What follows belongs to an exercise in optimizing a design on an open flow for small area, a short achievable clock period and few clock cycles per item; a production flow would make more cautious choices.
In this exercise RTL edits were held to simulation tests only and were not proved equivalent to the original.
Power and IR drop assume default switching activity.

File: run.sh
#!/bin/bash
# synth_recipe.tcl (not shown) runs the flow's synth.tcl, then flattens the netlist and writes it again
# the make line also repeats each setting of config.mk as NAME=value (left out here)
make -C /OpenROAD-flow-scripts/flow DESIGN_CONFIG=/design/flow/config.mk WORK_HOME=/design/flow/orfs CLKGATE_MAP_FILE= SYNTH_SCRIPT=/design/flow/synth_recipe.tcl finish
File: config.mk
export PLATFORM = sky130hd
export DESIGN_NAME = exec_unit
export DESIGN_NICKNAME = exec_unit
export VERILOG_FILES = /design/flow/design.v
export SDC_FILE = /design/flow/constraint.sdc
export NUM_CORES = 4
export LEC_CHECK = 0
export CAP_MARGIN = 20
export CORE_MARGIN = 2
export CORE_UTILIZATION = 40
export SLEW_MARGIN = 20
File: constraint.sdc
create_clock -name core_clock -period 8.0 [get_ports {clk}]
set_input_delay 1.6000 -clock core_clock [delete_from_list [all_inputs] [get_ports {clk}]]
set_output_delay 1.6000 -clock core_clock [all_outputs]
set_load 0.01 [all_outputs]
File: design.v
module exec_unit (
  input  logic        clk,
  input  logic        reset,
  input  logic        valid_in,
  input  logic [3:0]  Aluop,
  input  logic [1:0]  SHTOp,
  input  logic [31:0] srca,
  input  logic [31:0] srcb,
  input  logic [4:0]  shamt,
  input  logic        shvar,
  input  logic        mfhi,
  input  logic        mflo,
  output logic [31:0] result,
  output logic        valid_out,
  output logic        overflow,
  output logic        busy,
  output logic [31:0] hi,
  output logic [31:0] lo
);
  localparam logic [3:0] OP_ADDU = 4'b0000;
  localparam logic [3:0] OP_ADD  = 4'b0001;
  localparam logic [3:0] OP_SUBU = 4'b0010;
  localparam logic [3:0] OP_SUB  = 4'b0011;
  localparam logic [3:0] OP_AND  = 4'b0100;
  localparam logic [3:0] OP_OR   = 4'b0101;
  localparam logic [3:0] OP_NOR  = 4'b0110;
  localparam logic [3:0] OP_XOR  = 4'b0111;
  localparam logic [3:0] OP_SLTU = 4'b1000;
  localparam logic [3:0] OP_SLT  = 4'b1001;
  localparam logic [3:0] OP_MULT = 4'b1010;
  localparam logic [3:0] OP_MULU = 4'b1011;
  localparam logic [3:0] OP_DIV  = 4'b1100;
  localparam logic [3:0] OP_DIVU = 4'b1101;
  localparam logic [3:0] OP_LUI  = 4'b1110;
  localparam logic [1:0] SH_SLL = 2'b01;
  localparam logic [1:0] SH_SRL = 2'b10;
  localparam logic [1:0] SH_SRA = 2'b11;
  typedef enum logic [2:0] {S_IDLE, S_MUL, S_DSET, S_DIV, S_FIX} state_t;
  state_t      r_state;
  logic [31:0] r_result;
  logic        r_valid_out;
  logic        r_overflow;
  logic        r_busy;
  logic [31:0] r_hi;
  logic [31:0] r_lo;
  logic        r_neg_q;      
  logic        r_neg_r;      
  logic [31:0] r_a;          
  logic [32:0] r_b;          
  logic [3:0]  r_dig;        
  logic [4:0]  r_cnt;        
  logic [4:0]  w_amt;
  logic        w_is_md;
  logic        w_md_signed;
  logic        w_b_zero;
  logic [31:0] w_result;
  logic        w_overflow;
  logic [2:0]  w_mdig;
  logic [31:0] w_bp;
  logic [31:0] w_nega;
  logic [31:0] w_negb;
  logic [31:0] w_absa;
  logic        w_sa;
  logic        w_sb;
  logic        w_sbp;
  logic        w_a_zero;
  assign w_amt       = shvar ? srca[4:0] : shamt;
  assign w_md_signed = !Aluop[0];
  assign w_b_zero    = (srcb == 32'd0);
  assign w_a_zero    = (srca == 32'd0);
  assign w_nega      = 32'd0 - srca;
  assign w_negb      = 32'd0 - srcb;
  assign w_sa        = w_md_signed && srca[31];
  assign w_sb        = w_md_signed && srcb[31];
  assign w_absa      = w_sa ? w_nega : srca;
  assign w_sbp       = w_sa ? (!w_b_zero && !srcb[31]) : w_sb;
  assign w_bp        = w_sa ? w_negb : srcb;
  assign w_is_md     = !mfhi && !mflo && (SHTOp == 2'b00) &&
                       ((Aluop == OP_MULT) || (Aluop == OP_MULU) ||
                        (Aluop == OP_DIV)  || (Aluop == OP_DIVU));
  always_comb begin
    logic [31:0] m;
    logic        z, o, nz, fits;
    w_mdig = 3'd7;
    for (int n = 7; n >= 1; n--) begin
      m    = 32'hFFFF_FFFF << (4*n);
      z    = (srcb & m) == 32'd0;
      o    = (srcb & m) == m;
      nz   = (srcb & ~m) != 32'd0;
      if (!w_md_signed)  fits = z;
      else if (!srcb[31]) fits = z;
      else if (w_sa)      fits = o && nz;
      else                fits = o;
      if (fits) w_mdig = n - 1;
    end
  end
  logic        w_sub;
  logic [31:0] w_bx;
  logic [32:0] w_add;
  logic        w_lt_u;
  logic        w_lt_s;
  logic [31:0] w_sh_in;
  logic [32:0] w_sh_ext;
  logic [31:0] w_sh_out;
  logic [31:0] w_shift;
  logic        w_sel_hi, w_sel_lo, w_sel_sh, w_sel_alu;
  assign w_sub  = (Aluop == OP_SUBU) || (Aluop == OP_SUB) ||
                  (Aluop == OP_SLTU) || (Aluop == OP_SLT);
  assign w_bx   = w_sub ? ~srcb : srcb;
  assign w_add  = {1'b0, srca} + {1'b0, w_bx} + {32'd0, w_sub};
  assign w_lt_u = !w_add[32];
  assign w_lt_s = (srca[31] ^ srcb[31]) ? srca[31] : w_add[31];
  always_comb begin
    for (int i = 0; i < 32; i++)
      w_sh_in[i] = (SHTOp == SH_SLL) ? srcb[31 - i] : srcb[i];
  end
  assign w_sh_ext = {(SHTOp == SH_SRA) & srcb[31], w_sh_in};
  logic [32:0] w_sh_full;
  assign w_sh_full = $signed(w_sh_ext) >>> w_amt;
  assign w_sh_out  = w_sh_full[31:0];
  always_comb begin
    for (int i = 0; i < 32; i++)
      w_shift[i] = (SHTOp == SH_SLL) ? w_sh_out[31 - i] : w_sh_out[i];
  end
  assign w_sel_hi  = mfhi;
  assign w_sel_lo  = !mfhi && mflo;
  assign w_sel_sh  = !mfhi && !mflo && (SHTOp != 2'b00);
  assign w_sel_alu = !mfhi && !mflo && (SHTOp == 2'b00);
  logic [31:0] w_alu;
  always_comb begin
    case (Aluop)
      OP_ADDU, OP_ADD, OP_SUBU, OP_SUB: w_alu = w_add[31:0];
      OP_AND:  w_alu = srca & srcb;
      OP_OR:   w_alu = srca | srcb;
      OP_NOR:  w_alu = ~(srca | srcb);
      OP_XOR:  w_alu = srca ^ srcb;
      OP_SLTU: w_alu = {31'd0, w_lt_u};
      OP_SLT:  w_alu = {31'd0, w_lt_s};
      OP_LUI:  w_alu = {srcb[15:0], 16'h0000};
      default: w_alu = 32'd0;
    endcase
  end
  assign w_result = ({32{w_sel_hi}}  & r_hi)    |
                    ({32{w_sel_lo}}  & r_lo)    |
                    ({32{w_sel_sh}}  & w_shift) |
                    ({32{w_sel_alu}} & w_alu);
  assign w_overflow = w_sel_alu && ((Aluop == OP_ADD) || (Aluop == OP_SUB)) &&
                      (srca[31] == w_bx[31]) && (w_add[31] != srca[31]);
  function automatic logic [127:0] f_csa(input logic [63:0] x, input logic [63:0] y,
                                         input logic [63:0] z);
    f_csa = {((x & y) | (x & z) | (y & z)) << 1, x ^ y ^ z};
  endfunction
  logic [3:0]   w_dig;
  logic [63:0]  w_r0, w_r1, w_r2, w_r3, w_r4;
  logic [127:0] w_l1, w_l2, w_l3;
  logic [63:0]  w_mul_next;
  assign w_dig = r_dig;
  assign w_r0  = {r_hi[27:0], r_lo, 4'd0};
  assign w_r1  = {32'd0, r_a & {32{w_dig[0]}}};
  assign w_r2  = {31'd0, r_a & {32{w_dig[1]}}, 1'd0};
  assign w_r3  = {30'd0, r_a & {32{w_dig[2]}}, 2'd0};
  assign w_r4  = {29'd0, r_a & {32{w_dig[3]}}, 3'd0};
  assign w_l1  = f_csa(w_r1, w_r2, w_r3);
  assign w_l2  = f_csa(w_l1[63:0], w_l1[127:64], w_r4);
  assign w_l3  = f_csa(w_l2[63:0], w_l2[127:64], w_r0);
  assign w_mul_next = w_l3[63:0] + w_l3[127:64];
  function automatic logic [5:0] f_bitlen(input logic [31:0] x);
    f_bitlen = 6'd0;
    for (int i = 0; i < 32; i++)
      if (x[i]) f_bitlen = i + 1;
  endfunction
  logic [5:0]  w_la;
  logic [5:0]  w_lb;
  logic [5:0]  w_ldiff;
  assign w_la    = f_bitlen(r_hi);
  assign w_lb    = f_bitlen(r_b[31:0]);
  assign w_ldiff = w_la - w_lb;
  logic [33:0] w_sub1;
  logic        w_q1;
  logic [31:0] w_rem1;
  logic [33:0] w_sub2;
  logic        w_q2;
  logic [31:0] w_rem2;
  assign w_sub1 = {2'b00, r_hi} - {1'b0, r_b};
  assign w_q1   = !w_sub1[33];
  assign w_rem1 = w_q1 ? w_sub1[31:0] : r_hi;
  assign w_sub2 = {2'b00, w_rem1} - {2'b00, r_b[32:1]};
  assign w_q2   = !w_sub2[33];
  assign w_rem2 = w_q2 ? w_sub2[31:0] : w_rem1;
  always_ff @(posedge clk) begin
    r_valid_out <= 1'b0;
    case (r_state)
      S_IDLE: begin
        if (valid_in) begin
          if (w_is_md) begin
            r_neg_q <= w_sa ^ w_sb;
            r_neg_r <= w_sa;
            r_a     <= w_absa;
            if (Aluop[2]) begin
              r_b  <= {1'b0, w_sb ? w_negb : srcb};
              r_lo <= w_b_zero ? 32'hFFFF_FFFF : 32'd0;
              if (w_b_zero)
                r_hi <= srca;
              else
                r_hi <= w_absa;
              if (!w_b_zero) begin
                r_state <= S_DSET;
                r_busy  <= 1'b1;
              end
            end else begin
              r_b   <= {1'b0, w_bp};
              r_dig <= w_bp[4*w_mdig +: 4];
              if (w_sbp) begin
                r_hi <= {32{!w_a_zero}};
                r_lo <= w_sa ? srca : w_nega;
              end else begin
                r_hi <= 32'd0;
                r_lo <= 32'd0;
              end
              r_cnt <= {2'b00, w_mdig};
              if (!w_b_zero) begin
                r_state <= S_MUL;
                r_busy  <= 1'b1;
              end
            end
          end else begin
            r_result    <= w_result;
            r_overflow  <= w_overflow;
            r_valid_out <= 1'b1;
          end
        end
      end
      S_MUL: begin
        {r_hi, r_lo} <= w_mul_next;
        r_cnt <= r_cnt - 5'd1;
        r_dig <= r_b[4*(r_cnt[2:0] - 3'd1) +: 4];
        if (r_cnt[2:0] == 3'd0) begin
          r_state <= S_IDLE;
          r_busy  <= 1'b0;
        end
      end
      S_DSET: begin
        if (w_la < w_lb) begin
          if (r_neg_r) begin
            r_state <= S_FIX;
          end else begin
            r_state <= S_IDLE;
            r_busy  <= 1'b0;
          end
        end else begin
          r_b     <= r_b << {w_ldiff[4:1], 1'b1};
          r_cnt   <= {1'b0, w_ldiff[4:1]};
          r_state <= S_DIV;
        end
      end
      S_DIV: begin
        r_hi  <= w_rem2;
        r_lo  <= {r_lo[29:0], w_q1, w_q2};
        r_b   <= {2'b00, r_b[32:2]};
        r_cnt <= r_cnt - 5'd1;
        if (r_cnt == 5'd0) begin
          if (r_neg_q || r_neg_r) begin
            r_state <= S_FIX;
          end else begin
            r_state <= S_IDLE;
            r_busy  <= 1'b0;
          end
        end
      end
      S_FIX: begin
        if (r_neg_r) r_hi <= 32'd0 - r_hi;
        if (r_neg_q) r_lo <= 32'd0 - r_lo;
        r_state <= S_IDLE;
        r_busy  <= 1'b0;
      end
      default: begin
        r_state <= S_IDLE;
        r_busy  <= 1'b0;
      end
    endcase
    if (reset) begin
      r_state     <= S_IDLE;
      r_valid_out <= 1'b0;
      r_busy      <= 1'b0;
      r_hi        <= 32'd0;
      r_lo        <= 32'd0;
    end
  end
  assign result    = r_result;
  assign valid_out = r_valid_out;
  assign overflow  = r_overflow;
  assign busy      = r_busy;
  assign hi        = r_hi;
  assign lo        = r_lo;
endmodule
==> summary.md, run 1 <==
| Metric | Value |
|---|---|
| Pins Over Slew Limit | 0 |
| Worst endpoint required time | 8380 ps |
| Final Hold Vio Count | 0 |
| Die height | 282 µm |
| Hold Path Stages | 2 |
| Most used cell along the critical path | a21oi_1 |
| Nets@finish | 4497 |
| Remaining routing DRC violations | 0 |
| Sequential power share | 17.0% |
| Mapped Avg Cell Area | 7.62 µm² |
| CP max-delay cell | o31ai_4 |
| Clock sink total | 178 |
| Drt wl/cell | 29.4 µm |
| H-Tree Depth | 4 |
| Layout filler cell count | 7934 |
| Switching Power | 3.57 mW |
| Setup_tns | 0 ps |
| Slew HR | 25.3% |
| Synth Register Bits | 178 |
| Leading area contributor after synthesis | edfxtp_1 |
| Initial core utilization | 40.2% |
| Share of layout cells above drive strength 1 | 7.66% |
| Internal power | 3.24 mW |
| Hold slack | 593 ps |
| Clock power share | 13.1% |
| RR Endpoint | r_hi[25] |
| CTS tree | done |
| Actual slew at the worst max-slew pin | 1120 ps |
| Fin cells | 5169 |
| Port Buffer Count | 179 |
| Total Routed Length | 152000 µm |
| DR vias/cell | 6.62 |
| Core area | 77100 µm² |
| Number of global-route vias before repair | 31661 |
| Element type at the critical path start | register |
| Sequential area share after synthesis | 15.0% |
| Most frequent cells in the layout | 408 x nand2_1, 394 x nor2_1, 358 x a21oi_1 |
| Logic pwr share | 69.9% |
| Critical R2R Launch | r_b[4] |
| Clk latency of the worst-skew pair | 520 ps |
| Arr. time, crit path | 7360 ps |
| Pleak | 13.4 nW |
| Setup Fix Bufs, Post-CTS | 0 |
| First-pass DRT Iterations | 8 |
| Cell count after placement | 5132 |
| CP max stage delay | 850 ps |
| Grt total ovfl | 0 |
| Max-Cap Viols | 0 |
| Synth Flop Type | edfxtp_1 |
| Sw frac | 52.4% |
| CTS root buf | clkbuf_16 |
| Hold buffers post-CTS | 0 |
| Final ANT Viol Nets | 0 |
| Worst path bufs/invs | 3 |
| Endpoints failing setup | 0 |
| PD cells | 197 nW/µm² |
| FF-to-FF setup slack | 1020 ps |
| CP top delay family | compound AO/OA/AOI/OAI gates |
| Initial antenna violation count | 7 |
| WHS Endpoint | r_lo[4] |
| Post-Syn Nets | 4446 |
| Synth unique cells | 110 |
| Clk slew on worst S/H paths | 80 ps |
| Synth top area share | 10.6% |
| Crit. End Element | register |
| Die area | 79600 µm² |
| Die width | 282 µm |
| Synth warn | 1 |
| Cts bufs inserted | 17 |
| Asr flop ratio synth | 0% |
| Hold wc startpoint | r_lo[4] |
| Post-synth EDFFs | 109 |
| Syn Inst Count | 4061 |
| All-Layer GR Usage | 37.4% |
| VDD IR max | 0.000252 V |
| FF/Latch Area | 4660 µm² |
| Mapped Area | 31000 µm² |
| Worst R2R Path Depth | 22 |
| Max clock buf depth | 2 |
| Min Clock Period, post-route | 6980 ps |
| Vias | 34200 |
| Most common cell after layout, fill and taps aside | nand2_1 |
| Synth area leaders | edfxtp_1 11%, ha_1 8.4%, xnor2_1 7.4% |
| RePlAce Congestion | 1.04 |
| First-pass GRT wire length | 219000 µm |
| Num rows | 102 |
| Ports | 180 |
| Detailed Route Iter0 Violations | 4913 |
| Resized cells post-CTS | 0 |
| Fmax | 0.143 GHz |
| Post-DP HPWL | 119000 µm |
| Crit path cell chain | inv_1 > ha_1 > a21oi_1 > nor3b_2 > a21oi_1 > o211a_1 > o31ai_4 > buf_4 > nor2_1 > a21oi_1 > inv_1 > ha_1 > nor2b_1 > o31a_1 > o21ai_0 > a21oi_1 > a21boi_0 > nand2_1 > xnor2_1 > a221oi_1 > a211oi_1 > a2111oi_0 |
| Area of the multi-input gates | 24700 µm² |
| Worst Path Max Fanout | 25 |
| Layout area overhead | 11.8% |
| Critical setup path kind | register to register |
| Fin crit share | 87.2% |
| Largest net degree at the start of global routing | 62 |
| Worst min path class | register to register |
| Unrepaired setup endpoints after global routing | no |
| Clock Skew | 21.3 ps |
| Status | finished clean |
-- how the worst max path moves through the flow --
stage | start | end | depth (start not counted)
3_5_place_dp | r_b[4] | r_hi[25] | 22
5_1_grt | r_b[27] | r_hi[25] | 22
3_3_place_gp | Aluop[3] | r_result[0] | 15
2_1_floorplan | mflo | r_b[0] | 5
4_1_cts | r_b[4] | r_hi[25] | 22
6_report | r_b[4] | r_hi[25] | 22
-- metal layers --
layer / routed length, µm / global-route usage [%] / vias to the layer above
met5: 55 / 0 / -
met4: 8360 / 18.3 / 8
met3: 17700 / 9.25 / 424
met2: 64300 / 55.5 / 2354
met1: 61400 / 50.4 / 16423
li1: - / - / 14991
-- cells in the mapped netlist (43+ instances only) --
| cell type | count |
|---|---|
| a21o_1 | 44 |
| o221ai_1 | 45 |
| mux4_2 | 48 |
| a221oi_1 | 46 |
| inv_1 | 153 |
| fa_1 | 97 |
| and2_1 | 136 |
| edfxtp_1 | 109 |
| nand2_1 | 410 |
| xnor2_1 | 263 |
| nor2_1 | 401 |
| ha_1 | 207 |
| nor3_1 | 83 |
| a21oi_1 | 359 |
| xor2_1 | 74 |
| o31ai_1 | 43 |
| a211oi_1 | 62 |
| dfxtp_1 | 69 |
| mux2i_1 | 88 |
| nand3_1 | 90 |
| o21ai_0 | 291 |
| clkbuf_1 | 222 |
-- flip-flops by register name, indices dropped and copies added (netlist names), 3 cells and up --
signal and cells:
r_dig 4, r_b 33, r_lo 32, r_a 32, r_result 32, r_state 3
r_cnt 5, r_hi 32
-- worst register-to-register path, delay by kind of cell (launching register included) --
family | cells | cell delay [ps]
compound gates | 12 | 4220
xor+xnor | 1 | 150
fa+ha+maj | 2 | 570
buf+inv | 3 | 670
flops | 1 | 490
simple gates | 4 | 750
-- kinds of logic after synthesis --
family | synth area share (%)
AOI/OAI and AO/OA | 25.9
xor gates and xnor gates | 9.64
adders and majority gates | 14.6
buffers and inverters | 5.63
DFF | 15.0
muxes | 7.38
and+or+nand+nor | 21.8
-- power by group through the flow --
stage	combinational, mW	clock, mW	sequential (mW)
global placement	4.60	0	1.17
floorplan	3.20	0	1.15
finish	4.76	0.896	1.16
global route	5.07	0.918	1.16
CTS	4.61	0.898	1.15
detailed placement	4.59	0	1.17
-- through the flow --
stage	instance area (µm²)	util (%)	power, mW	worst slack, ps
CTS	34600	44.9	6.66	1250
detailed placement	34000	44.1	5.76	1280
finish	34600	44.9	6.82	1020
global placement	34000	44.1	5.77	1310
floorplan	31000	-	4.35	1680
global route	34600	44.9	7.14	367
-- cell type report --
class	count	area share (%)
antenna	4	0.0289
clock buffer	19	1.25
clock inverter	13	0.401
inverter	163	1.77
multi-input combinational	3440	71.3
sequential	178	13.4
tap	1040	3.76
timing repair buffer	312	8.07
Testbench counts, summed over its fixed seeds: cycles 5,965, ops 3,216.
==> inputs of run 2 (changes only) <==
--- a/design.v
+++ b/design.v
@@ -163,7 +163,9 @@
   assign w_l1  = f_csa(w_r1, w_r2, w_r3);
   assign w_l2  = f_csa(w_l1[63:0], w_l1[127:64], w_r4);
   assign w_l3  = f_csa(w_l2[63:0], w_l2[127:64], w_r0);
-  assign w_mul_next = w_l3[63:0] + w_l3[127:64];
+  logic [37:0] w_mul_low;
+  assign w_mul_low  = {1'b0, w_l3[36:0]} + {1'b0, w_l3[100:64]};
+  assign w_mul_next = {r_hi[27:1] + {26'd0, w_mul_low[37]}, w_mul_low[36:0]};
   function automatic logic [5:0] f_bitlen(input logic [31:0] x);
     f_bitlen = 6'd0;
     for (int i = 0; i < 32; i++)
@@ -187,6 +189,10 @@
   assign w_sub2 = {2'b00, w_rem1} - {2'b00, r_b[32:1]};
   assign w_q2   = !w_sub2[33];
   assign w_rem2 = w_q2 ? w_sub2[31:0] : w_rem1;
+  always_ff @(posedge clk) begin
+    r_result   <= w_result;
+    r_overflow <= w_overflow;
+  end
   always_ff @(posedge clk) begin
     r_valid_out <= 1'b0;
     case (r_state)
@@ -224,8 +230,6 @@
               end
             end
           end else begin
-            r_result    <= w_result;
-            r_overflow  <= w_overflow;
             r_valid_out <= 1'b1;
           end
         end
--- a/config.mk
+++ b/config.mk
@@ -8,4 +8,5 @@
 export CAP_MARGIN = 20
 export CORE_MARGIN = 2
 export CORE_UTILIZATION = 40
+export SETUP_SLACK_MARGIN = 2.5
 export SLEW_MARGIN = 20
==> run 2 against run 1 <==
Compared with the run above: clock-buffer cell count down 2; power up 100%; sequential share of layout area down 1.4 points; synthesized cell count is 2.7% lower; wire length shrank 2.3%; synthesized area decreased by 3.0%; setup slack improved by 1100 ps.
==> summary.md, run 2 <==
| Metric | Value |
|---|---|
| Synth area leaders | ha_1 8.7%, xnor2_1 8.4%, edfxtp_1 7.6% |
| CP top delay family | compound AO/OA/AOI/OAI gates |
| Cell count after placement | 4953 (-3.5%) |
| Synth Flop Type | dfxtp_1 |
| Total power | 13.9 mW (+100%) |
| Final WS setup | 2100 ps (+1070 ps) |
| Setup_tns | 0 ps (unchanged) |
| Post-Syn Nets | 4339 (-2.4%) |
| Place WS | 1050 ps (-231 ps) |
| Critical setup path kind | register to register |
| Synth Register Bits | 178 (unchanged) |
| Hold buffers post-CTS | 0 (unchanged) |
| Actual slew at the worst max-slew pin | 1100 ps (-19.5 ps) |
| Synth warn | 1 (unchanged) |
| Final Hold Vio Count | 0 (unchanged) |
| All-Layer GR Usage | 36.8% (-0.61 points) |
| Fin cells | 5112 (-1.1%) |
| Min Clock Period, post-route | 5900 ps (-1070 ps) |
| Unrepaired setup endpoints after global routing | yes |
| Post-synth EDFFs | 76 (-30%) |
| Reg with most FFs | r_b |
| Sequential area share after synthesis | 14.4% (-0.63 points) |
| H-Tree Depth | 4 (unchanged) |
| Initial core utilization | 40.4% (+0.24 points) |
| Leading area contributor after synthesis | ha_1 |
| Largest register FFs | 33 (unchanged) |
| Element type at the critical path start | register |
| Largest net degree at the start of global routing | 68 (+9.7%) |
| Max clock buf depth | 2 (unchanged) |
| Grt total ovfl | 0 (unchanged) |
| Final ANT Viol Nets | 0 (unchanged) |
| Detailed Route Iter0 Violations | 4662 (-5.1%) |
| Asr flop ratio synth | 0% (unchanged) |
| Status | finished clean |
| Arr. time, crit path | 6300 ps (-1060 ps) |
| Syn Inst Count | 3953 (-2.7%) |
| Most frequent cells in the layout | 384 x nor2_1, 341 x a21oi_1, 331 x nand2_1 |
| Clk slew on worst S/H paths | 90 ps (about the same) |
| Port Buffer Count | 179 (unchanged) |
| Synth top area share | 8.67% (-1.9 points) |
| Fmax | 0.169 GHz (+18%) |
| CP max stage delay | 560 ps (-290 ps) |
| Top-count cell post-synth | nor2_1 |
| Post-DP HPWL | 112000 µm (-5.4%) |
| First-pass DRT Iterations | 16 (+8) |
| CTS tree | done |
| Initial antenna violation count | 5 (-2) |
| Drt wl/cell | 29.0 µm (-1.2%) |
| Pleak | 14.0 nW (+5.0%) |
| Remaining routing DRC violations | 0 (unchanged) |
| Layout filler cell count | 7338 (-7.5%) |
| First-pass GRT wire length | 211000 µm (-3.6%) |
| CP max-delay cell | fa_1 |
| Layout area overhead | 19.9% |
| Core area | 74300 µm² (-3.6%) |
| Die width | 278 µm (-1.5%) |
| Mapped Avg Cell Area | 7.60 µm² (-0.36%) |
| Num rows | 100 (-2.0%) |
| Number of global-route vias before repair | 31017 (-2.0%) |
| Worst min path class | register to register |
| Total Routed Length | 148000 µm (-2.3%) |
| Share of layout cells above drive strength 1 | 15.2% (+7.5 points) |
| Max-Cap Viols | 0 (unchanged) |
| Worst path bufs/invs | 2 (-1) |
| Die area | 77300 µm² (-3.0%) |
| Die height | 278 µm (-1.5%) |
| Cts bufs inserted | 17 (unchanged) |
| RePlAce Congestion | 1.03 (-1.1%) |
| Pins Over Slew Limit | 0 (unchanged) |
| Synth top cells by count | 406 x nor2_1, 367 x a21oi_1, 337 x nand2_1 |
| DR vias/cell | 6.59 (-0.37%) |
| Clk latency of the worst-skew pair | 530 ps (about the same) |
| CTS root buf | clkbuf_16 |
| Ports | 180 (unchanged) |
| Worst Path Max Fanout | 6 (-76%) |
| Fin crit share | 73.8% (-13 points) |
| Crit. End Element | register |
| Vias | 33697 (-1.5%) |
| Worst endpoint required time | 8400 ps (+20 ps) |
| Most common cell after layout, fill and taps aside | nor2_1 |
| Clock sink total | 178 (unchanged) |
| Clock Skew | 24.2 ps (+2.95 ps) |
| Slew HR | 26.6% (+1.3 points) |
| Nets@finish | 4515 (+0.40%) |
| Synth unique cells | 94 (-15%) |
| Most used cell along the critical path | fa_1 |
| VDD IR max | 0.000581 V (+130%) |
| Mapped Area | 30000 µm² (-3.0%) |
| PD cells | 385 nW/µm² (+96%) |
| Endpoints failing setup | 0 (unchanged) |
run 2: changes by cell type in the layout (fill, tap and decap cells not counted), moves of 17 or more:
cell / previous run / this run
inv_1: 153 / 136
xnor2_1: 262 / 281
ha_4: 0 / 23
edfxtp_1: 109 / 76
dfxtp_1: 68 / 98
nand2_1: 408 / 331
ha_1: 207 / 169
o21ai_0: 291 / 196
o21ai_1: 3 / 24
o211ai_1: 40 / 60
a21oi_1: 358 / 341
a21oi_2: 3 / 22
buf_4: 132 / 225
a211oi_1: 62 / 44
run 2: cells by family (layout without fill, tap and decap cells):
| kind of cell | Yosys count | after routing | synth area share, % |
|---|---|---|---|
| AOI/OAI and AO/OA | 1197 | 1197 | 26.0 |
| xor gates and xnor gates | 354 | 354 | 10.3 |
| adders and majority gates | 305 | 305 | 15.1 |
| buffers and inverters | 442 | 631 | 5.70 |
| DFF | 178 | 178 | 14.4 |
| muxes | 169 | 169 | 7.70 |
| other | 0 | 1 | 0 |
| and+or+nand+nor | 1308 | 1308 | 20.7 |
run 2: layout make-up:
class	instances	area [µm²]	area share, %
well taps	969	1210	3.37
repair buffers	433	3930	10.9
flip-flops and latches	178	4330	12.0
multi-input cells	3333	25300	70.3
diodes	1	2.50	0.00695
clock inverters	15	150	0.417
inverters	166	639	1.78
clock buffers	17	425	1.18
run 2: power breakdown:
group          leakage, nW  switching, mW  internal [mW]
logic                 12.2           7.09           4.49
registers             1.52          0.223           1.16
clock network        0.287          0.487          0.417
run 2: final timing paths:
check | from | to | slack, ps | cells past startpoint
worst min-delay path | r_state[1] | r_state[1] | 590 | 2
worst min register to register | r_state[1] | r_state[1] | 590 | 2
worst max register to register | r_dig[1] | r_hi[11] | 2100 | 25
worst max-delay path | r_dig[1] | r_hi[11] | 2100 | 25
run 2: metrics by stage:
step | utilization (%) | cell area (µm²) | hold WS, ps
finish | 48.4 | 36000 | 591
global route | 48.4 | 36000 | 600
CTS | 46.5 | 34600 | 583
detailed placement | 44.5 | 33100 | 572
global placement | 44.5 | 33100 | 566
floorplan | - | 30100 | 533
run 2: metal layers:
layer | vias up | routed length (µm) | track usage (%)
met5 | - | 54 | 0
met4 | 8 | 9560 | 20.2
met3 | 465 | 18100 | 9.75
met2 | 2275 | 62200 | 54.2
met1 | 16133 | 58500 | 48.7
li1 | 14816 | - | -
run 2: repair_timing:
item | 4_1_cts | 5_1_grt
endpoints found under the setup margin | 59 | 101
gates cloned | 1 | 3
gates resized for setup | 114 | 186
pin swaps | 30 | 52
buffers inserted | 58 | 63
run 2: worst min-delay path, delay by kind of cell (launching register included):
family,cells,cell delay (ps)
AOI/OAI and AO/OA,1,50
DFF,1,390
and+or+nand+nor,1,120
Testbench counts of run 2, summed over its fixed seeds: cycles 5,965, ops 3,216.
==> inputs of run 3 (changes only) <==
--- a/design.v
+++ b/design.v
@@ -165,7 +165,9 @@
   assign w_l3  = f_csa(w_l2[63:0], w_l2[127:64], w_r0);
   logic [37:0] w_mul_low;
   assign w_mul_low  = {1'b0, w_l3[36:0]} + {1'b0, w_l3[100:64]};
-  assign w_mul_next = {r_hi[27:1] + {26'd0, w_mul_low[37]}, w_mul_low[36:0]};
+  logic [26:0] w_mul_up1;
+  assign w_mul_up1  = r_hi[27:1] + 27'd1;
+  assign w_mul_next = {w_mul_low[37] ? w_mul_up1 : r_hi[27:1], w_mul_low[36:0]};
   function automatic logic [5:0] f_bitlen(input logic [31:0] x);
     f_bitlen = 6'd0;
     for (int i = 0; i < 32; i++)
==> run 3 against run 2 <==
Compared with the run above: still clean on timing, DRC and antenna; synthesized cell count rose by 1.9%; wire length rose by 1.9%; sequential share of layout area fell by 0.056 points; synthesized area rose by 1.8%; via count rose by 2.5%; maximum frequency rose by 4.0%; clock skew barely moved; cell count rose by 1.4%; setup slack improved by 220 ps; final area rose by 0.43%; critical path type unchanged; largest power group unchanged.
==> summary.md, run 3 <==
| Metric | Value |
|---|---|
| Grt total ovfl | 0 (unchanged) |
| Detailed Route Iter0 Violations | 4809 (+3.2%) |
| Worst Path Max Fanout | 7 (+1) |
| Min Clock Period, post-route | 5680 ps (-225 ps) |
| Asr flop ratio synth | 0% (unchanged) |
| First-pass DRT Iterations | 8 (-8) |
| Endpoints failing setup | 0 (unchanged) |
| Cts bufs inserted | 17 (unchanged) |
| RePlAce Congestion | 1.08 (+5.2%) |
| Total power | 6.34 mW (-54%) |
| Die width | 280 µm (+0.86%) |
| Top-count cell post-synth | nor2_1 |
| Most common cell after layout, fill and taps aside | nor2_1 |
| Num rows | 101 (+1.0%) |
| Pleak | 14.2 nW (+1.4%) |
| Final Hold Vio Count | 0 (unchanged) |
| Mapped Area | 30600 µm² (+1.8%) |
| Hold buffers post-CTS | 0 (unchanged) |
| First-pass GRT wire length | 218000 µm (+3.3%) |
| Share of layout cells above drive strength 1 | 13.4% (-1.8 points) |
| Actual slew at the worst max-slew pin | 1140 ps (+41.4 ps) |
| Total Routed Length | 151000 µm (+1.9%) |
| Synth Register Bits | 178 (unchanged) |
| Fmax | 0.176 GHz (+4.0%) |
| VDD IR max | 0.000254 V (-56%) |
| Ports | 180 (unchanged) |
| Core area | 75800 µm² (+2.0%) |
| Vias | 34548 (+2.5%) |
| H-Tree Depth | 4 (unchanged) |
| Clock Skew | 24.1 ps (-0.143 ps) |
| Slew HR | 23.2% (-3.3 points) |
| Worst path bufs/invs | 4 (+2) |
| CTS root buf | clkbuf_16 |
| Final ANT Viol Nets | 0 (unchanged) |
| Max-Cap Viols | 0 (unchanged) |
| All-Layer GR Usage | 37.3% (+0.58 points) |
| Hold slack | 549 ps (-41.3 ps) |
| Post-DP HPWL | 114000 µm (+1.6%) |
| Initial antenna violation count | 6 (+1) |
| Mapped Avg Cell Area | 7.58 µm² (-0.17%) |
| Largest net degree at the start of global routing | 62 (-8.8%) |
| Initial core utilization | 40.3% (-0.11 points) |
| Critical setup path kind | register to register |
| Crit. End Element | register |
| Post-Syn Nets | 4416 (+1.8%) |
| Clk slew on worst S/H paths | 90 ps (about the same) |
| Reg with most FFs | r_b |
| Die height | 280 µm (+0.86%) |
| Clock sink total | 178 (unchanged) |
| CP max-delay cell | edfxtp_1 |
| CP top delay family | compound AO/OA/AOI/OAI gates |
| Max clock buf depth | 2 (unchanged) |
| Nets@finish | 4578 (+1.4%) |
| Pins Over Slew Limit | 0 (unchanged) |
| Share of the core filled with cells | 47.7% (-0.75 points) |
| PD cells | 175 nW/µm² (-54%) |
| Drt wl/cell | 29.2 µm (+0.46%) |
| Arr. time, crit path | 6070 ps (-230 ps) |
| Die area | 78600 µm² (+1.7%) |
| CP max stage delay | 460 ps (-100 ps) |
| Synth area leaders | ha_1 8.6%, xnor2_1 8.0%, edfxtp_1 7.5% |
| Clk latency of the worst-skew pair | 530 ps (about the same) |
| Crit path cell chain | inv_2 > ha_4 > a2111oi_4 > nand2_1 > o211ai_1 > a211oi_2 > o21ai_2 > a311oi_2 > buf_6 > or2_4 > buf_4 > mux2_4 > ha_4 > o211ai_1 > a211oi_2 > o21ai_4 > a21oi_2 > o211ai_1 > a211o_1 > a21o_1 > a21oi_4 > buf_6 > a221oi_2 > a2111oi_0 |
| Most frequent cells in the layout | 365 x nor2_1, 355 x a21oi_1, 310 x nand2_1 |
| Number of global-route vias before repair | 32021 (+3.2%) |
| Leading area contributor after synthesis | ha_1 |
| Most used cell along the critical path | o211ai_1 |
| Unrepaired setup endpoints after global routing | yes |
| Element type at the critical path start | register |
| Worst min path class | register to register |
| Remaining routing DRC violations | 0 (unchanged) |
| Synth warn | 1 (unchanged) |
| Synth unique cells | 96 (+2.1%) |
| Synth Flop Type | dfxtp_1 |
| Syn Inst Count | 4029 (+1.9%) |
| Fin crit share | 71.0% (-2.8 points) |
| Post-synth EDFFs | 76 (unchanged) |
| Sequential area share after synthesis | 14.2% (-0.25 points) |
| Synth top area share | 8.56% (-0.11 points) |
| Place WS | 1030 ps (-25.3 ps) |
| CTS tree | done |
| Final WS setup | 2320 ps (+225 ps) |
| Worst endpoint required time | 8390 ps (about the same) |
| Status | finished clean |
| Synth top cells by count | 375 x nor2_1, 372 x a21oi_1, 316 x nand2_1 |
| Setup_tns | 0 ps (unchanged) |
| Largest register FFs | 33 (unchanged) |
| Layout area overhead | 18.4% |
| Port Buffer Count | 179 (unchanged) |
| DR vias/cell | 6.67 (+1.1%) |
-- run 3: per-layer routing --
| layer | track usage [%] | share of wire, % | vias up |
|---|---|---|---|
| met5 | 0 | 0.032 | - |
| met4 | 19.2 | 6.0 | 8 |
| met3 | 8.98 | 12 | 505 |
| met2 | 55.3 | 42 | 2443 |
| met1 | 50.2 | 40 | 16455 |
| li1 | - | - | 15137 |
-- run 3: layout make-up --
type | count | area (µm²)
clock buffer | 17 | 425
tap | 978 | 1220
fill | 7604 | 39700
timing repair buffer | 426 | 3820
clock inverter | 15 | 188
inverter | 177 | 686
multi-input combinational | 3391 | 25500
sequential | 178 | 4330
antenna | 1 | 2.50
-- run 3: through the flow --
stage               cell area [µm²]  std cells
floorplan                     30600       4029
global placement              33400       5016
finish                        36200       5183
detailed placement            33400       5016
global route                  36200       5182
CTS                           35300       5137
-- run 3: path summary, 6_finish.rpt --
path	startpoint	endpoint	slack, ps	cells after the start
worst max-delay path	r_b[3]	r_hi[23]	2320	24
worst min-delay path	r_busy	r_busy	550	2
worst max register to register	r_b[3]	r_hi[23]	2320	24
worst min register to register	r_busy	r_busy	550	2
-- run 3: repair_timing --
item / 4_1_cts / 5_1_grt
gates resized for setup: 131 / 122
buffers inserted: 81 / 40
pin swaps: 34 / 37
cloned: 8 / 3
setup endpoints to repair: 65 / 92
-- run 3: kinds of logic after synthesis --
kind of cell	share of synthesized area (%)
xor+xnor	9.78
flops	14.2
buf+inv	6.26
fa+ha+maj	14.9
simple gates	20.2
compound gates	27.1
mux	7.55
-- run 3: power breakdown --
group | total, mW | internal (mW) | switching (mW)
registers | 1.06 | 1.00 | 0.0578
clock network | 0.968 | 0.476 | 0.492
logic | 4.32 | 1.64 | 2.67
total | 6.34 | 3.12 | 3.22
-- run 3: worst register-to-register path, stage by stage, from the launching register on --
cell and delay (ps):
edfxtp_1 460, inv_2 120, ha_4 200, a2111oi_4 380, nand2_1 90, o211ai_1 290, a211oi_2 170, o21ai_2 200
a311oi_2 140, buf_6 170, or2_4 300, buf_4 160, mux2_4 310, ha_4 290, o211ai_1 130, a211oi_2 280
o21ai_4 110, a21oi_2 160, o211ai_1 150, a211o_1 350, a21o_1 220, a21oi_4 260, buf_6 200, a221oi_2 60
a2111oi_0 350
Testbench counts of run 3, summed over its fixed seeds: cycles 5,965, ops 3,216.
==> inputs of run 4 (changes only) <==
--- a/config.mk
+++ b/config.mk
@@ -10,3 +10,4 @@
 export CORE_UTILIZATION = 40
 export SETUP_SLACK_MARGIN = 2.5
 export SLEW_MARGIN = 20
+export TNS_END_PERCENT = 5
==> run 4 against run 3 <==
Compared with the run above: sequential power is essentially flat; synthesized area is the same; global-route usage shrank 0.21 points; final area shrank 1.4%; critical path depth shrank 6; critical endpoint is now r_hi[1]; clock-buffer cell count is the same; largest cell class unchanged; sequential share of layout area grew 0.17 points; clock skew shrank 2.2 ps; via count shrank 0.59%; power shrank 0.86%; synthesized cell count is the same; setup slack lost 3.3 ps.
==> summary.md, run 4 <==
| Metric | Value |
|---|---|
| Share of layout cells above drive strength 1 | 12.0% (-1.5 points) |
| Total Routed Length | 150000 µm (-0.92%) |
| CP top delay family | compound AO/OA/AOI/OAI gates |
| Setup_tns | 0 ps (unchanged) |
| Critical setup path kind | register to register |
| FF-to-FF setup slack | 2320 ps (about the same) |
| Synth Register Bits | 178 (unchanged) |
| Num rows | 101 (unchanged) |
| Worst Path Max Fanout | 6 (-1) |
| Synth Flop Type | dfxtp_1 |
| Number of antenna repair diodes | 0 (-1) |
| Fmax | 0.176 GHz (about the same) |
| Mapped Avg Cell Area | 7.58 µm² (unchanged) |
| Die width | 280 µm (unchanged) |
| Crit path cell chain | buf_4 > buf_4 > and2_1 > fa_1 > fa_1 > fa_1 > ha_1 > a211oi_1 > nor2_1 > a32oi_1 > a2111oi_1 > buf_4 > or3_1 > xnor2_1 > o21ai_0 > a21oi_1 > o211ai_1 > a32o_1 |
| Detailed Route Iter0 Violations | 4634 (-3.6%) |
| Final ANT Viol Nets | 0 (unchanged) |
| CP max stage delay | 520 ps (+60 ps) |
| CTS root buf | clkbuf_16 |
| CTS tree | done |
| Hold slack | 551 ps (+1.61 ps) |
| Initial core utilization | 40.3% (unchanged) |
| Endpoints failing setup | 0 (unchanged) |
| Min Clock Period, post-route | 5680 ps (+3.26 ps) |
| Synth unique cells | 96 (unchanged) |
| RePlAce Congestion | 1.08 (unchanged) |
| Asr flop ratio synth | 0% (unchanged) |
| Ports | 180 (unchanged) |
| Worst min path class | register to register |
| All-Layer GR Usage | 37.1% (-0.21 points) |
| Synth top area share | 8.56% (unchanged) |
| Post-Syn Nets | 4416 (unchanged) |
| DR vias/cell | 6.67 (about the same) |
| Synth top cells by count | 375 x nor2_1, 372 x a21oi_1, 316 x nand2_1 |
| Pleak | 14.0 nW (-1.8%) |
| First-pass GRT wire length | 217000 µm (-0.59%) |
| Post-synth EDFFs | 76 (unchanged) |
| Clk latency of the worst-skew pair | 530 ps (about the same) |
| Element type at the critical path start | register |
| Final Hold Vio Count | 0 (unchanged) |
| Initial antenna violation count | 6 (unchanged) |
| Arr. time, crit path | 6100 ps (+30 ps) |
| Leading area contributor after synthesis | ha_1 |
| Most frequent cells in the layout | 368 x nor2_1, 356 x a21oi_1, 312 x nand2_1 |
| Pins Over Slew Limit | 0 (unchanged) |
| Syn Inst Count | 4029 (unchanged) |
| VDD IR max | 0.000229 V (-9.7%) |
| Fin crit share | 71.0% (about the same) |
| Actual slew at the worst max-slew pin | 1120 ps (-19.0 ps) |
| Port Buffer Count | 179 (unchanged) |
| H-Tree Depth | 4 (unchanged) |
| Post-DP HPWL | 114000 µm (unchanged) |
| Top-count cell post-synth | nor2_1 |
| Share of the core filled with cells | 47.0% (-0.65 points) |
| Largest register FFs | 33 (unchanged) |
| Remaining routing DRC violations | 0 (unchanged) |
| Max clock buf depth | 2 (unchanged) |
| Largest net degree at the start of global routing | 62 (unchanged) |
| Most common cell after layout, fill and taps aside | nor2_1 |
| Nets@finish | 4548 (-0.66%) |
| Clk slew on worst S/H paths | 80 ps (about the same) |
| Hold buffers post-CTS | 0 (unchanged) |
| Worst endpoint required time | 8420 ps (+30 ps) |
| Sequential area share after synthesis | 14.2% (unchanged) |
| Reg with most FFs | r_b |
| Core area | 75800 µm² (unchanged) |
| Grt total ovfl | 0 (unchanged) |
| Max-Cap Viols | 0 (unchanged) |
| Synth warn | 1 (unchanged) |
| Clock sink total | 178 (unchanged) |
| Status | finished clean |
| Unrepaired setup endpoints after global routing | yes |
| Mapped Area | 30600 µm² (unchanged) |
| Drt wl/cell | 29.1 µm (-0.33%) |
| Synth area leaders | ha_1 8.6%, xnor2_1 8.0%, edfxtp_1 7.5% |
| Cts bufs inserted | 17 (unchanged) |
| Vias | 34345 (-0.59%) |
| Layout area overhead | 16.7% |
| Die height | 280 µm (unchanged) |
| Slew HR | 24.5% (+1.3 points) |
| Number of global-route vias before repair | 31698 (-1.0%) |
| Worst path bufs/invs | 3 (-1) |
| Clock Skew | 21.8 ps (-2.25 ps) |
| Crit. End Element | register |
| First-pass DRT Iterations | 9 (+1) |
| PD cells | 176 nW/µm² (+0.52%) |
| CP max-delay cell | fa_1 |
| Die area | 78600 µm² (unchanged) |
-- run 4: cell counts after synthesis --
Identical to the previous run, type by type.
-- run 4: power by group --
part	switching, mW	leakage [nW]	internal [mW]
Combinational	2.63	12.2	1.64
Clock	0.487	0.298	0.476
Sequential	0.0575	1.51	1.00
Total	3.17	14.0	3.12
-- run 4: kinds of logic after synthesis --
family | after synthesis | synth area share, %
xor gates and xnor gates | 341 | 9.78
muxes | 174 | 7.55
buffers and inverters | 467 | 6.26
and+or+nand+nor | 1284 | 20.2
AOI/OAI and AO/OA | 1279 | 27.1
adders and majority gates | 306 | 14.9
DFF | 178 | 14.2
-- run 4: repair_timing --
action	CTS	global route
endpoints found under the setup margin	65	82
pin swaps	24	30
gates cloned	5	2
gates resized for setup	102	86
setup buffers	62	32
-- run 4: path summary, 6_finish.rpt --
path / startpoint / to / cells after the start
worst min-delay path: r_busy / r_busy / 2
worst max-delay path: r_dig[1] / r_hi[1] / 18
worst min register to register: r_busy / r_busy / 2
worst max register to register: r_dig[1] / r_hi[1] / 18
-- run 4: per-stage QoR --
stage / power (mW) / instances / setup WS [ps] / area, µm²
final: 6.29 / 5152 / 2320 / 35700
after global routing: 6.61 / 5152 / 2130 / 35700
after floorplan: 3.88 / 4029 / 2510 / 30600
after CTS: 6.09 / 5115 / 2400 / 35000
after detailed placement: 5.06 / 5016 / 1030 / 33400
after global placement: 5.06 / 5016 / 1160 / 33400
-- run 4: cell type report --
cell class                      count  area (µm²)
Clock inverter                     15         188
Inverter                          177         689
Clock buffer                       17         425
Tap cell                          978        1220
Fill cell                        7614       40200
Sequential cell                   178        4330
Multi-Input combinational cell   3388       25200
Timing Repair Buffer              399        3600
-- run 4: per-layer routing --
layer	wire length, µm	global-route usage, %	share of wire [%]	vias to the layer above
li1	-	-	-	15072
met2	62600	55.0	42	2458
met4	8830	18.7	5.9	10
met5	98	0	0.065	-
met1	60100	50.6	40	16357
met3	18100	8.26	12	448
-- run 4: worst register-to-register path: cells and delay by family (launching register included) --
| kind | cells | cell delay [ps] |
|---|---|---|
| compound gates | 7 | 1890 |
| fa+ha+maj | 4 | 1780 |
| simple gates | 3 | 690 |
| buf+inv | 3 | 590 |
| flops | 1 | 370 |
| xor+xnor | 1 | 270 |
==> inputs of run 5 (changes only) <==
--- a/config.mk
+++ b/config.mk
@@ -8,6 +8,6 @@
 export CAP_MARGIN = 20
 export CORE_MARGIN = 2
 export CORE_UTILIZATION = 40
-export SETUP_SLACK_MARGIN = 2.5
+export SETUP_SLACK_MARGIN = 3.0
 export SLEW_MARGIN = 20
 export TNS_END_PERCENT = 5
==> run 5 against run 4 <==
Compared with the run above: now fails the layout checks on slew limit; global-route usage down 0.23 points; wire length decreased by 0.47%; sequential power barely moved; hold slack lost 6.5 ps; maximum frequency is 1.1% lower; final area rose by 0.25%; critical endpoint is now r_hi[18]; largest cell class unchanged; highest routed layer unchanged.
==> summary.md, run 5 <==
| Metric | Value |
|---|---|
| Worst path bufs/invs | 3 (unchanged) |
| Initial antenna violation count | 8 (+2) |
| Clock power share | 15.5% (+0.2 points) |
| Initial core utilization | 40.3% (unchanged) |
| Synth unique cells | 96 (unchanged) |
| Sw frac | 50.6% (+0.19 points) |
| Total power | 6.28 mW (-0.21%) |
| CP top delay family | simple AND/OR/NAND/NOR gates |
| Leading area contributor after synthesis | ha_1 |
| All-Layer GR Usage | 36.9% (-0.23 points) |
| Hold buffers post-CTS | 0 (unchanged) |
| DR vias/cell | 6.68 (+0.20%) |
| Synth Register Bits | 178 (unchanged) |
| H-Tree Depth | 4 (unchanged) |
| Fin crit share | 71.8% (+0.82 points) |
| Layout filler cell count | 7588 (-0.34%) |
| Number of global-route vias before repair | 32096 (+1.3%) |
| Max-Cap Viols | 0 (unchanged) |
| Die area | 78600 µm² (unchanged) |
| Crit. End Element | register |
| Critical setup path kind | input pin to register |
| Slew HR | -2.81% (-27 points) |
| CP max stage delay | 780 ps (+260 ps) |
| Vias | 34506 (+0.47%) |
| PD cells | 175 nW/µm² (-0.46%) |
| Largest register FFs | 33 (unchanged) |
| CTS tree | done |
| Share of layout cells above drive strength 1 | 12.5% (+0.47 points) |
| Final WS setup | 2250 ps (-65.4 ps) |
| Sequential area share after synthesis | 14.2% (unchanged) |
| Place WS | 1150 ps (+127 ps) |
| Total Routed Length | 149000 µm (-0.47%) |
| Setup_tns | 0 ps (unchanged) |
| Status | failed layout checks |
| Port Buffer Count | 179 (unchanged) |
| Failed Checks | slew limit |
| Worst min path class | register to register |
| Num rows | 101 (unchanged) |
| Clk slew on worst S/H paths | 90 ps (about the same) |
| Actual slew at the worst max-slew pin | 1540 ps (+418 ps) |
| Detailed Route Iter0 Violations | 5034 (+8.6%) |
| Most used cell along the critical path | buf_4 |
| Synth top cells by count | 375 x nor2_1, 372 x a21oi_1, 316 x nand2_1 |
| Clock Skew | 28.9 ps (+7.06 ps) |
| Post-Syn Nets | 4416 (unchanged) |
| Endpoints failing setup | 0 (unchanged) |
| Ports | 180 (unchanged) |
| Element type at the critical path start | input pin |
| Switching Power | 3.18 mW (+0.17%) |
| CTS root buf | clkbuf_16 |
| Fmax | 0.174 GHz (-1.1%) |
| First-pass GRT wire length | 216000 µm (-0.38%) |
| Mapped Avg Cell Area | 7.58 µm² (unchanged) |
| Worst endpoint required time | 8450 ps (+30 ps) |
| Post-synth EDFFs | 76 (unchanged) |
| Logic pwr share | 67.6% (-0.2 points) |
| Die width | 280 µm (unchanged) |
| Reg with most FFs | r_b |
| Pleak | 13.9 nW (-0.54%) |
| Most common cell after layout, fill and taps aside | nor2_1 |
| Largest net degree at the start of global routing | 67 (+8.1%) |
| Synth top area share | 8.56% (unchanged) |
| Final Hold Vio Count | 0 (unchanged) |
| Top-count cell post-synth | nor2_1 |
| Asr flop ratio synth | 0% (unchanged) |
| Layout area overhead | 17.0% |
| Post-DP HPWL | 114000 µm (about the same) |
| Synth Flop Type | dfxtp_1 |
| VDD IR max | 0.000309 V (+35%) |
| Core area | 75800 µm² (unchanged) |
| Sequential power share | 16.9% (about the same) |
| Remaining routing DRC violations | 0 (unchanged) |
| Drt wl/cell | 28.8 µm (-0.74%) |
| Grt total ovfl | 0 (unchanged) |
| RePlAce Congestion | 1.05 (-2.8%) |
| Final ANT Viol Nets | 0 (unchanged) |
| CP max-delay cell | clkdlybuf4s50_1 |
| Most frequent cells in the layout | 366 x nor2_1, 352 x a21oi_1, 313 x nand2_1 |
| First-pass DRT Iterations | 8 (-1) |
| Crit path cell chain | clkdlybuf4s50_1 > nor4_2 > buf_4 > nand4_1 > o21bai_1 > and2_0 > a21oi_1 > buf_4 > nor2_1 > nand2_1 > o21ai_0 > nor4b_1 > a221o_1 |
| Arr. time, crit path | 6200 ps (+100 ps) |
| Min Clock Period, post-route | 5750 ps (+65.4 ps) |
| Cts bufs inserted | 17 (unchanged) |
| Clk latency of the worst-skew pair | 530 ps (about the same) |
| Syn Inst Count | 4029 (unchanged) |
| Die height | 280 µm (unchanged) |
| Max clock buf depth | 2 (unchanged) |
| Synth warn | 1 (unchanged) |
| Worst Path Max Fanout | 12 (+6) |
| Nets@finish | 4558 (+0.22%) |
| Unrepaired setup endpoints after global routing | yes |
| Clock sink total | 178 (unchanged) |
| Internal power | 3.10 mW (-0.60%) |
| Synth area leaders | ha_1 8.6%, xnor2_1 8.0%, edfxtp_1 7.5% |
| Mapped Area | 30600 µm² (unchanged) |
| Pins Over Slew Limit | 2 (+2) |
==> run 5: worst paths after layout <==
kind,start,to,slack [ps],depth (start not counted)
hold reg to reg,r_busy,r_busy,540,2
setup reg to reg,r_b[4],r_hi[26],2290,25
hold / removal,r_busy,r_busy,540,2
setup / recovery,SHTOp[0],r_hi[18],2250,13
==> run 5: timing repair <==
action / CTS / global route
setup buffers: 70 / 27
gates cloned: 5 / 0
setup endpoints to repair: 148 / 163
pin swaps: 36 / 33
gates resized for setup: 147 / 43
==> run 5: cells by family (layout without fill, tap and decap cells) <==
logic type               after synthesis  count (layout)  synth area share, %
AO/OA/AOI/OAI                       1279            1279                 27.1
other                                  0               4                    0
adder cells (fa/ha/maj)              306             306                 14.9
XOR/XNOR                             341             341                 9.78
flip-flops                           178             178                 14.2
multiplexers                         174             174                 7.55
AND/OR/NAND/NOR                     1284            1287                 20.2
buffers and inverters                467             619                 6.26
==> run 5: routing by layer <==
layer,vias to the layer above,global-route usage [%],part of all wire (%)
li1,15070,-,-
met1,16508,49.3,40
met2,2430,54.4,42
met3,490,9.33,12
met4,8,19.8,6.1
met5,-,0,0.032
==> run 5: worst register-to-register path, stage by stage, from the launching register on <==
cell	delay, ps
edfxtp_1	440
inv_4	130
ha_4	250
a2111oi_4	390
nand2_1	90
o211ai_1	280
a211oi_2	160
o21ai_2	210
a311oi_2	140
buf_6	160
or2_4	280
buf_4	180
mux2i_1	380
ha_1	380
a21o_1	220
a31oi_1	260
o21ai_0	120
nor2_1	190
o21a_1	230
a21oi_4	130
buf_4	160
buf_6	110
buf_4	130
a2111o_1	330
a21oi_2	160
nand2b_4	130
==> run 5: through the flow <==
stage | instance area (µm²) | std cells | hold slack (ps) | util (%)
6_report | 35800 | 5166 | 545 | 47.2
5_1_grt | 35700 | 5162 | 586 | 47.1
4_1_cts | 35400 | 5135 | 537 | 46.7
3_5_place_dp | 33600 | 5028 | 500 | 44.3
3_3_place_gp | 33500 | 5027 | 501 | 44.2
2_1_floorplan | 30700 | 4029 | 511 | -
==> run 5: final cells by class <==
type	instances	area, µm²	area share (%)
flip-flops and latches	178	4330	12.1
well taps	978	1220	3.42
clock buffers	17	425	1.19
clock inverters	15	201	0.563
repair buffers	410	3620	10.1
multi-input cells	3387	25300	70.7
diodes	4	10.0	0.0280
inverters	177	678	1.90
==> run 5: power groups by stage <==
stage                     logic [mW]  clock network (mW)  registers, mW
final                           4.24               0.971           1.06
after global routing            4.52                1.00           1.06
after CTS                       4.08               0.981           1.06
after detailed placement        3.99                   0           1.08
after global placement          4.00                   0           1.08
after floorplan                 2.81                   0           1.07
==> inputs of run 6 (changes only) <==
==> flow/run.sh (new file) <==
#!/bin/bash
# The standard layout, with the ports buffered by sky130_fd_sc_hd__buf_2 rather
# than the cell buffer_ports picks by default (a clock delay buffer). The full
# output of the flow goes to flow_standard.log in this folder; ORFS's own
# per-step logs are under orfs/logs/.
set -euo pipefail
bash standard.sh "BUFFER_PORTS_ARGS=-buffer_cell sky130_fd_sc_hd__buf_2" finish > flow_standard.log 2>&1
==> standard.sh (new file) <==
#!/bin/bash
# synth_recipe.tcl (not shown) runs the flow's synth.tcl, then flattens the netlist and writes it again
# the make line also repeats each setting of config.mk as NAME=value (left out here)
make -C /OpenROAD-flow-scripts/flow DESIGN_CONFIG=/design/flow/config.mk WORK_HOME=/design/flow/orfs CLKGATE_MAP_FILE= SYNTH_SCRIPT=/design/flow/synth_recipe.tcl "${@:-finish}"
--- a/config.mk
+++ b/config.mk
@@ -8,6 +8,5 @@
 export CAP_MARGIN = 20
 export CORE_MARGIN = 2
 export CORE_UTILIZATION = 40
-export SETUP_SLACK_MARGIN = 3.0
+export SETUP_SLACK_MARGIN = 2.5
 export SLEW_MARGIN = 20
-export TNS_END_PERCENT = 5
removed: run.sh
==> run 6 against run 5 <==
Compared with the run above: the run now finishes clean; clock skew shrank 4.9 ps; sequential share of layout area increased by 0.29 points; clock-buffer cell count did not move; first-iteration DRC count rose by 14%.
==> summary.md, run 6 <==
| Metric | Value |
|---|---|
| DR vias/cell | 6.70 (+0.25%) |
| First-pass DRT Iterations | 6 (-2) |
| Detailed Route Iter0 Violations | 5762 (+14%) |
| Fmax | 0.179 GHz (+2.7%) |
| Crit path to | r_hi[21] |
| Synth top cells by count | 375 x nor2_1, 372 x a21oi_1, 316 x nand2_1 |
| Initial core utilization | 40.3% (unchanged) |
| Worst R2R Path Depth | 25 (unchanged) |
| H-Tree Depth | 4 (unchanged) |
| Clk slew on worst S/H paths | 80 ps (about the same) |
| Min Clock Period, post-route | 5590 ps (-150 ps) |
| Drt wl/cell | 28.8 µm (-0.27%) |
| Synth area leaders | ha_1 8.6%, xnor2_1 8.0%, edfxtp_1 7.5% |
| Slew HR | 26.2% (+29 points) |
| Die area | 78600 µm² (unchanged) |
| Clk latency of the worst-skew pair | 510 ps (-20 ps) |
| Mapped Avg Cell Area | 7.58 µm² (unchanged) |
| Fin cells | 5150 (-0.31%) |
| Asr flop ratio synth | 0% (unchanged) |
| Area of the multi-input gates | 25400 µm² (+0.46%) |
| Worst min path class | register to register |
| Sequential area share after synthesis | 14.2% (unchanged) |
| RR Endpoint | r_hi[21] |
| Hold Path Stages | 2 (unchanged) |
| Post-Layout Inst Area | 34900 µm² (-2.3%) |
| PD cells | 179 nW/µm² (+2.3%) |
| Max-Cap Viols | 0 (unchanged) |
| Largest register FFs | 33 (unchanged) |
| Syn Inst Count | 4029 (unchanged) |
| Critical R2R Launch | r_b[1] |
| Worst endpoint required time | 8390 ps (-60 ps) |
| FF/Latch Area | 4330 µm² (unchanged) |
| Most common cell after layout, fill and taps aside | nor2_1 |
| Grt total ovfl | 0 (unchanged) |
| Post-DP HPWL | 111000 µm (-2.2%) |
| Arr. time, crit path | 5990 ps (-210 ps) |
| RePlAce Congestion | 1.04 (-0.87%) |
| Crit. Startpoint | r_b[1] |
| Worst Path Max Fanout | 7 (-5) |
| Endpoints failing setup | 0 (unchanged) |
| Share of layout cells above drive strength 1 | 16.6% (+4.2 points) |
| Port Buffer Count | 179 (unchanged) |
| Setup_tns | 0 ps (unchanged) |
| Most frequent cells in the layout | 367 x nor2_1, 353 x a21oi_1, 312 x nand2_1 |
| Unrepaired setup endpoints after global routing | yes |
| Ports | 180 (unchanged) |
| Clock sink total | 178 (unchanged) |
| Remaining routing DRC violations | 0 (unchanged) |
| Hold buffers post-CTS | 0 (unchanged) |
| Leading area contributor after synthesis | ha_1 |
| Die height | 280 µm (unchanged) |
| Pleak | 14.1 nW (+1.3%) |
| Critical setup path kind | register to register |
| First-pass GRT wire length | 212000 µm (-1.8%) |
| Final Hold Vio Count | 0 (unchanged) |
| Pins Over Slew Limit | 0 (-2) |
| Clock Skew | 24.0 ps (-4.90 ps) |
| FF-to-FF setup slack | 2410 ps (+120 ps) |
| Largest net degree at the start of global routing | 62 (-7.5%) |
| CTS tree | done |
| Hold slack | 508 ps (-36.4 ps) |
| Cell count after placement | 4999 (-0.58%) |
| Total Routed Length | 148000 µm (-0.58%) |
| Reg with most FFs | r_b |
| Layout area overhead | 14.3% |
| Element type at the critical path start | register |
| Synth Flop Type | dfxtp_1 |
| Actual slew at the worst max-slew pin | 1100 ps (-445 ps) |
| Initial antenna violation count | 5 (-3) |
| Mapped Area | 30600 µm² (unchanged) |
| Core area | 75800 µm² (unchanged) |
| Vias | 34484 (-0.064%) |
| VDD IR max | 0.000306 V (-1.1%) |
| Synth Register Bits | 178 (unchanged) |
| Layout filler cell count | 7677 (+1.2%) |
| Synth unique cells | 96 (unchanged) |
| Top-count cell post-synth | nor2_1 |
| Synth top area share | 8.56% (unchanged) |
| Number of global-route vias before repair | 30928 (-3.6%) |
| Status | finished clean |
| Fin crit share | 69.9% (-1.9 points) |
| Max clock buf depth | 2 (unchanged) |
| Nets@finish | 4544 (-0.31%) |
| All-Layer GR Usage | 36.3% (-0.60 points) |
| Cts bufs inserted | 17 (unchanged) |
| CTS root buf | clkbuf_16 |
| Post-synth EDFFs | 76 (unchanged) |
| Num rows | 101 (unchanged) |
| Area after DPL | 32400 µm² (-3.4%) |
| Die width | 280 µm (unchanged) |
| Final ANT Viol Nets | 0 (unchanged) |
| Synth warn | 1 (unchanged) |
| Crit. End Element | register |
| Post-Syn Nets | 4416 (unchanged) |
## run 6: worst min path at each step
stage                to      from  slack, ps
6_report         r_busy    r_busy        510
5_1_grt          r_busy    r_busy        550
4_1_cts          r_busy    r_busy        520
3_5_place_dp     r_busy    r_busy        490
3_3_place_gp     r_busy    r_busy        480
2_1_floorplan  r_lo[31]  r_lo[31]        510
## run 6: logic make-up after synthesis
logic type	share of synthesized area, %
AOI/OAI and AO/OA	27.1
xor gates and xnor gates	9.78
adders and majority gates	14.9
buffers and inverters	6.26
DFF	14.2
muxes	7.55
and+or+nand+nor	20.2
## run 6: critical path, cell delays in order (launching register included)
cell and delay [ps]:
edfxtp_1 450, inv_2 90, ha_4 280, nand2b_4 70
a211oi_4 260, o211ai_1 120, buf_4 180, a211oi_4 320
o21ai_2 130, a311oi_2 300, buf_6 190, or2_4 200
buf_4 130, mux2_2 360, ha_4 290, o21a_1 100
o31a_1 190, o21ai_2 90, a21oi_2 200, o211ai_1 160
a211o_1 340, a21o_1 210, a21oi_4 180, buf_6 170
a221oi_2 70, a2111oi_2 390
## run 6: report_power, final
part	internal (mW)	leakage (nW)	switching [mW]
Combinational	1.63	12.3	2.70
Sequential	1.00	1.51	0.0534
Clock	0.411	0.262	0.477
## run 6: layout make-up
type	count	area share, %
multi-input combinational	3389	72.7
sequential	178	12.4
timing repair buffer	394	7.81
tap	978	3.50
inverter	177	1.95
clock buffer	17	1.22
clock inverter	15	0.423
antenna	2	0.0143
## run 6: per-layer routing
layer / wire length [µm] / vias to the layer above / share of wire, % / GRT usage, %
met1: 58900 / 16385 / 40 / 49.8
met4: 9430 / 6 / 6.4 / 19.6
met2: 61400 / 2567 / 41 / 52.4
li1: - / 15056 / - / -
met5: 31 / - / 0.021 / 0
met3: 18300 / 470 / 12 / 8.49
## run 6: what timing repair did
action	in CTS	in global routing
pin swaps	19	79
setup endpoints to repair	47	91
buffers inserted	61	49
resized for setup	71	141
cloned	4	2
hold endpoints to repair	0	0
## run 6: stage by stage
stage	total power, mW	worst slack, ps	utilization, %
after floorplan	3.88	2510	-
after global placement	5.05	1320	42.7
after detailed placement	5.05	1140	42.7
after CTS	5.99	2510	44.7
after global routing	6.58	2220	46.1
final	6.27	2410	46.1

-- afterwards: timing with drivers on the ports --
How much do the figures lean on ideal ports? The routed layouts below were timed once more, with nothing changed but the port constraints.
Step 1 assumes that a clkbuf_16 drives the clock port and a buf_2 every other input.
Step 2 also shifts input and output timing later by t, the mid clock arrival at the registers, as if the neighbouring blocks saw the same clock.
a / b / c = ideal / step 1 / step 2; a / b = the first two.
| run | t (ns) | setup slack, ns | worst slew at a driven data input, ns |
|---|---|---|---|
| run 1 | 0.565 | 1.025 / 1.025 / 1.025 | 0.10 |
| run 2 | 0.585 | 2.099 / 2.099 / 1.898 | 0.06 |
| run 3 | 0.584 | 2.323 / 2.323 / 2.017 | 0.04 |
| run 4 | 0.581 | 2.320 / 2.320 / 1.825 | 0.04 |
| run 5 | 0.579 | 2.255 / 2.289 / 1.713 | 0.04 |
| run 6 | 0.568 | 2.405 / 2.405 / 1.966 | 0.09 |
The setup slack of run 5, which loses most, moves by +0.034 ns with the drivers and by -0.542 ns with both steps.
